Background: an optimization exercise with open tools, aiming at small area, a short achievable clock period and few clock cycles per item. Do not read the settings as production practice. At most, simulation tests tie the RTL to the original design; equivalence was not proved.

== lane 1 ==
Design line_follow_steer_pd_core, start of the top module:
module line_follow_steer_pd_core (
  input  logic                              clk,
  input  logic                              rst_n,
  input  logic                              in_valid,
  output logic                              in_ready,
  input  logic [lfs_pkg::PIX_W-1:0]         in_width_near,
  input  logic [lfs_pkg::PIX_W-1:0]         in_width_below,
  input  logic [lfs_pkg::PIX_W-1:0]         in_left_edge_near,
  input  logic [lfs_pkg::PIX_W-1:0]         in_right_edge_near,
  input  logic [lfs_pkg::CQ_W-1:0]          in_centre_exit,
  input  logic [lfs_pkg::CQ_W-1:0]          in_centre_near,
  input  logic [lfs_pkg::CQ_W-1:0]          in_centre_entry,
  input  logic [lfs_pkg::CQ_W-1:0]          in_centre_turn,
  input  logic [lfs_pkg::TURN_W-1:0]        in_turn_row,
  output logic                              out_valid,
  input  logic                              out_ready,
  output logic [lfs_pkg::DUTY_W-1:0]        out_servo_duty,
  output logic [lfs_pkg::SPEED_W-1:0]       out_speed_target,
  output logic [lfs_pkg::COEFF_W-1:0]       out_diff_coeff,
  output logic [lfs_pkg::ROW_W-1:0]         out_marker_row,
  output logic [lfs_pkg::COL_W-1:0]         out_marker_col,
  output logic                              out_marker_valid,
  input  logic                              cfg_we,
  input  logic [lfs_pkg::CFG_IDX_W-1:0]     cfg_idx,
  input  logic [lfs_pkg::CFG_DATA_W-1:0]    cfg_data
);
Size: about 150 I/O pins, about 39000 um^2 of cells after synthesis.
Settings: LEC_CHECK=0, CAP_MARGIN=50, CORE_MARGIN=2, CORE_UTILIZATION=40, SLEW_MARGIN=70, SYNTH_HIERARCHICAL=1; clock period 11.0 ns.
run.sh (not shown) runs the stock make flow with config.mk's settings and CLKGATE_MAP_FILE= SYNTH_SCRIPT=/design/flow/synth_recipe.tcl, a recipe that flattens the netlist after the stock synthesis.
Having completed the whole flow, lane 1 delivered a layout that passed the timing, design-rule and antenna checks.
Testbench counts of lane 1, summed over its fixed seeds: cycles 3,248, items 3,200.
#### Input delta (lane 2 over lane 1)
Settings: setting CTS_BUF_LIST to sky130_fd_sc_hd__clkbuf_4 sky130_fd_sc_hd__clkbuf_8 for the first time.
[summary]
Between lane 1 and lane 2, hold slack is higher for lane 1, lane 2 comes in under that.
Per the comparison of lane 2 with lane 1, filler-free cell count of the finished design increased by 53 relative to the old numbers, cell area has remained practically unchanged.
Worst slack at placement essentially unchanged between lane 1 and lane 2.
Met2 track utilization from global routing, lane 1 and lane 2: smaller value in lane 2
Core utilization: lane 1 vs lane 2 — no meaningful difference

Another version of the RTL of line_follow_steer_pd_core (not shown whole).
For scale: roughly 3500 cells after synthesis, roughly 150 I/O pins, roughly 38000 um^2 of cells after synthesis.
export LEC_CHECK = 0
export CAP_MARGIN = 70
export CORE_MARGIN = 2
export CORE_UTILIZATION = 40
export CTS_BUF_LIST = sky130_fd_sc_hd__clkbuf_4 sky130_fd_sc_hd__clkbuf_8
export SLEW_MARGIN = 85
export SYNTH_HIERARCHICAL = 1
create_clock -name core_clock -period 11.0 [get_ports {clk}]
The starting point completed without violations.
Testbench counts at the start, summed over its fixed seeds: cycles 3,248, items 3,200.
Edit:
--- a/flow/config.mk
+++ b/flow/config.mk
@@ -6,8 +6,8 @@
 export NUM_CORES = 4
 export LEC_CHECK = 0
-export CAP_MARGIN = 70
+export CAP_MARGIN = 50
 export CORE_MARGIN = 2
 export CORE_UTILIZATION = 40
 export CTS_BUF_LIST = sky130_fd_sc_hd__clkbuf_4 sky130_fd_sc_hd__clkbuf_8
-export SLEW_MARGIN = 85
+export SLEW_MARGIN = 70
 export SYNTH_HIERARCHICAL = 1
After rerunning: Setup slack gains 5.1 ns; die area does not change; register-to-register slack gains 5.1 ns.
Edit:
--- a/flow/config.mk
+++ b/flow/config.mk
@@ -8,5 +8,5 @@
 export CAP_MARGIN = 50
 export CORE_MARGIN = 2
-export CORE_UTILIZATION = 40
+export CORE_UTILIZATION = 50
 export CTS_BUF_LIST = sky130_fd_sc_hd__clkbuf_4 sky130_fd_sc_hd__clkbuf_8
 export SLEW_MARGIN = 70
=> Count of clock-buffer cells in the layout goes down by 14. Global-route usage came out higher by 7.2 points. Setup slack got worse by 0.054 ns. Wire length rises by 11%. Synthesized area does not change. Fmax goes down by about 1.2%. Core utilization came out higher by 11 points.
Edit:
--- a/flow/config.mk
+++ b/flow/config.mk
@@ -6,8 +6,8 @@
 export NUM_CORES = 4
 export LEC_CHECK = 0
-export CAP_MARGIN = 50
+export CAP_MARGIN = 25
 export CORE_MARGIN = 2
-export CORE_UTILIZATION = 50
+export CORE_UTILIZATION = 40
 export CTS_BUF_LIST = sky130_fd_sc_hd__clkbuf_4 sky130_fd_sc_hd__clkbuf_8
-export SLEW_MARGIN = 70
+export SLEW_MARGIN = 40
 export SYNTH_HIERARCHICAL = 1
Result: Clock-buffer cell count increases by 6; routed wire length goes down by 11%; non-clock buffer count drops by 114; synthesized area stays the same; die area is higher by 25%; register-to-register slack gains 0.06 ns; via count goes down by 5.3%; clock skew came out lower by 0.0095 ns; sequential share of layout area rose by 0.49 points.
Edit:
--- a/flow/config.mk
+++ b/flow/config.mk
@@ -6,8 +6,8 @@
 export NUM_CORES = 4
 export LEC_CHECK = 0
-export CAP_MARGIN = 25
+export CAP_MARGIN = 30
 export CORE_MARGIN = 2
 export CORE_UTILIZATION = 40
 export CTS_BUF_LIST = sky130_fd_sc_hd__clkbuf_4 sky130_fd_sc_hd__clkbuf_8
-export SLEW_MARGIN = 40
+export SLEW_MARGIN = 50
 export SYNTH_HIERARCHICAL = 1
Routed wire length barely changes.
Design area hardly moves.
Global-route usage increases by 0.12 points.

== oak ==
line_follow_steer_pd_core, a different RTL version from the one above (not shown whole).
Size in the first run: roughly 3600 cells after synthesis, ~410 flip-flops, ~150 I/O pins.
==> flow/design.v (excerpt) <==
module line_follow_steer_pd_core (
  input  logic                              clk,
  input  logic                              rst_n,
  input  logic                              in_valid,
  output logic                              in_ready,
  input  logic [lfs_pkg::PIX_W-1:0]         in_width_near,
  input  logic [lfs_pkg::PIX_W-1:0]         in_width_below,
  input  logic [lfs_pkg::PIX_W-1:0]         in_left_edge_near,
  input  logic [lfs_pkg::PIX_W-1:0]         in_right_edge_near,
  input  logic [lfs_pkg::CQ_W-1:0]          in_centre_exit,
  input  logic [lfs_pkg::CQ_W-1:0]          in_centre_near,
  input  logic [lfs_pkg::CQ_W-1:0]          in_centre_entry,
  input  logic [lfs_pkg::CQ_W-1:0]          in_centre_turn,
  input  logic [lfs_pkg::TURN_W-1:0]        in_turn_row,
  output logic                              out_valid,
  input  logic                              out_ready,
  output logic [lfs_pkg::DUTY_W-1:0]        out_servo_duty,
  output logic [lfs_pkg::SPEED_W-1:0]       out_speed_target,
  output logic [lfs_pkg::COEFF_W-1:0]       out_diff_coeff,
  output logic [lfs_pkg::ROW_W-1:0]         out_marker_row,
  output logic [lfs_pkg::COL_W-1:0]         out_marker_col,
  output logic                              out_marker_valid,
  input  logic                              cfg_we,
  input  logic [lfs_pkg::CFG_IDX_W-1:0]     cfg_idx,
  input  logic [lfs_pkg::CFG_DATA_W-1:0]    cfg_data
);
Settings: LEC_CHECK=0, CAP_MARGIN=50, CORE_MARGIN=2, CORE_UTILIZATION=40, SLEW_MARGIN=70, SYNTH_HIERARCHICAL=1; clock period 11.0 ns.
Per the final summary, oak finished and its layout is clean on timing, DRC and antenna.
Input changes introduced in pine (baseline for comparison: oak):
Settings: SLEW_MARGIN: 70 -> 20; CAP_MARGIN: 50 -> 20.
## What came out
Compared with oak, instance count after placement with tap cells included in pine decreased by a few percent. Looking at sequential share of cell area, pine sits 0.58 points higher than oak does. When pine is measured against oak, its number of CTS-inserted buffers turns out 2.1% lower. oak → pine: worst-case hold slack now larger; post-synth design cell area comparable; detailed-routing iteration count for the pre-antenna-repair pass now larger; count of buffer and inverter cells on the critical path now smaller.
Function was not checked in any run of this note: the RTL went through the layout flow alone.

==> static timing again, ports no longer ideal <==
No port has a modelled driver above. Below, the same layouts with a new extraction and two added sets of constraints. Step 1 assumes that a clkbuf_16 drives the clock port and a buf_2 every other input. Step 2, shift: input delay + t, output delay - t, t = (earliest + latest rising clock arrival at the registers) / 2. This alone moves slack from input paths to output paths. a / b / c = ideal / step 1 / step 2; a / b = the first two.
| run | shift t [ns] | setup slack, ns | worst hold slack (ns) |
|---|---|---|---|
| lane 1 | 0.675 | 6.403 / 6.403 / 6.403 | 0.416 / 0.416 / 0.416 |
| lane 2 | 0.772 | 6.446 / 6.446 / 6.354 | 0.398 / 0.398 / 0.398 |
| the first run of note 2 | 0.740 | 1.448 / 1.448 / 1.448 | 0.413 / 0.413 / 0.413 |
| the second run of note 2 | 0.761 | 6.548 / 6.548 / 6.456 | 0.416 / 0.416 / 0.416 |
| the third run of note 2 | 0.730 | 6.494 / 6.494 / 6.410 | 0.412 / 0.412 / 0.412 |
| the fourth run of note 2 | 0.738 | 6.425 / 6.473 / 5.734 | 0.409 / 0.409 / 0.409 |
| the fifth run of note 2 | 0.746 | 6.603 / 6.603 / 6.297 | 0.410 / 0.410 / 0.410 |
| oak | 0.673 | 5.886 / 5.886 / 5.886 | 0.408 / 0.408 / 0.408 |
| pine | 0.665 | 5.644 / 5.644 / 5.560 | 0.414 / 0.414 / 0.414 |
After both steps setup and hold are still met in every run listed. The setup slack of the fourth run of note 2, which loses most, moves by +0.048 ns with the drivers and by -0.691 ns with both steps.
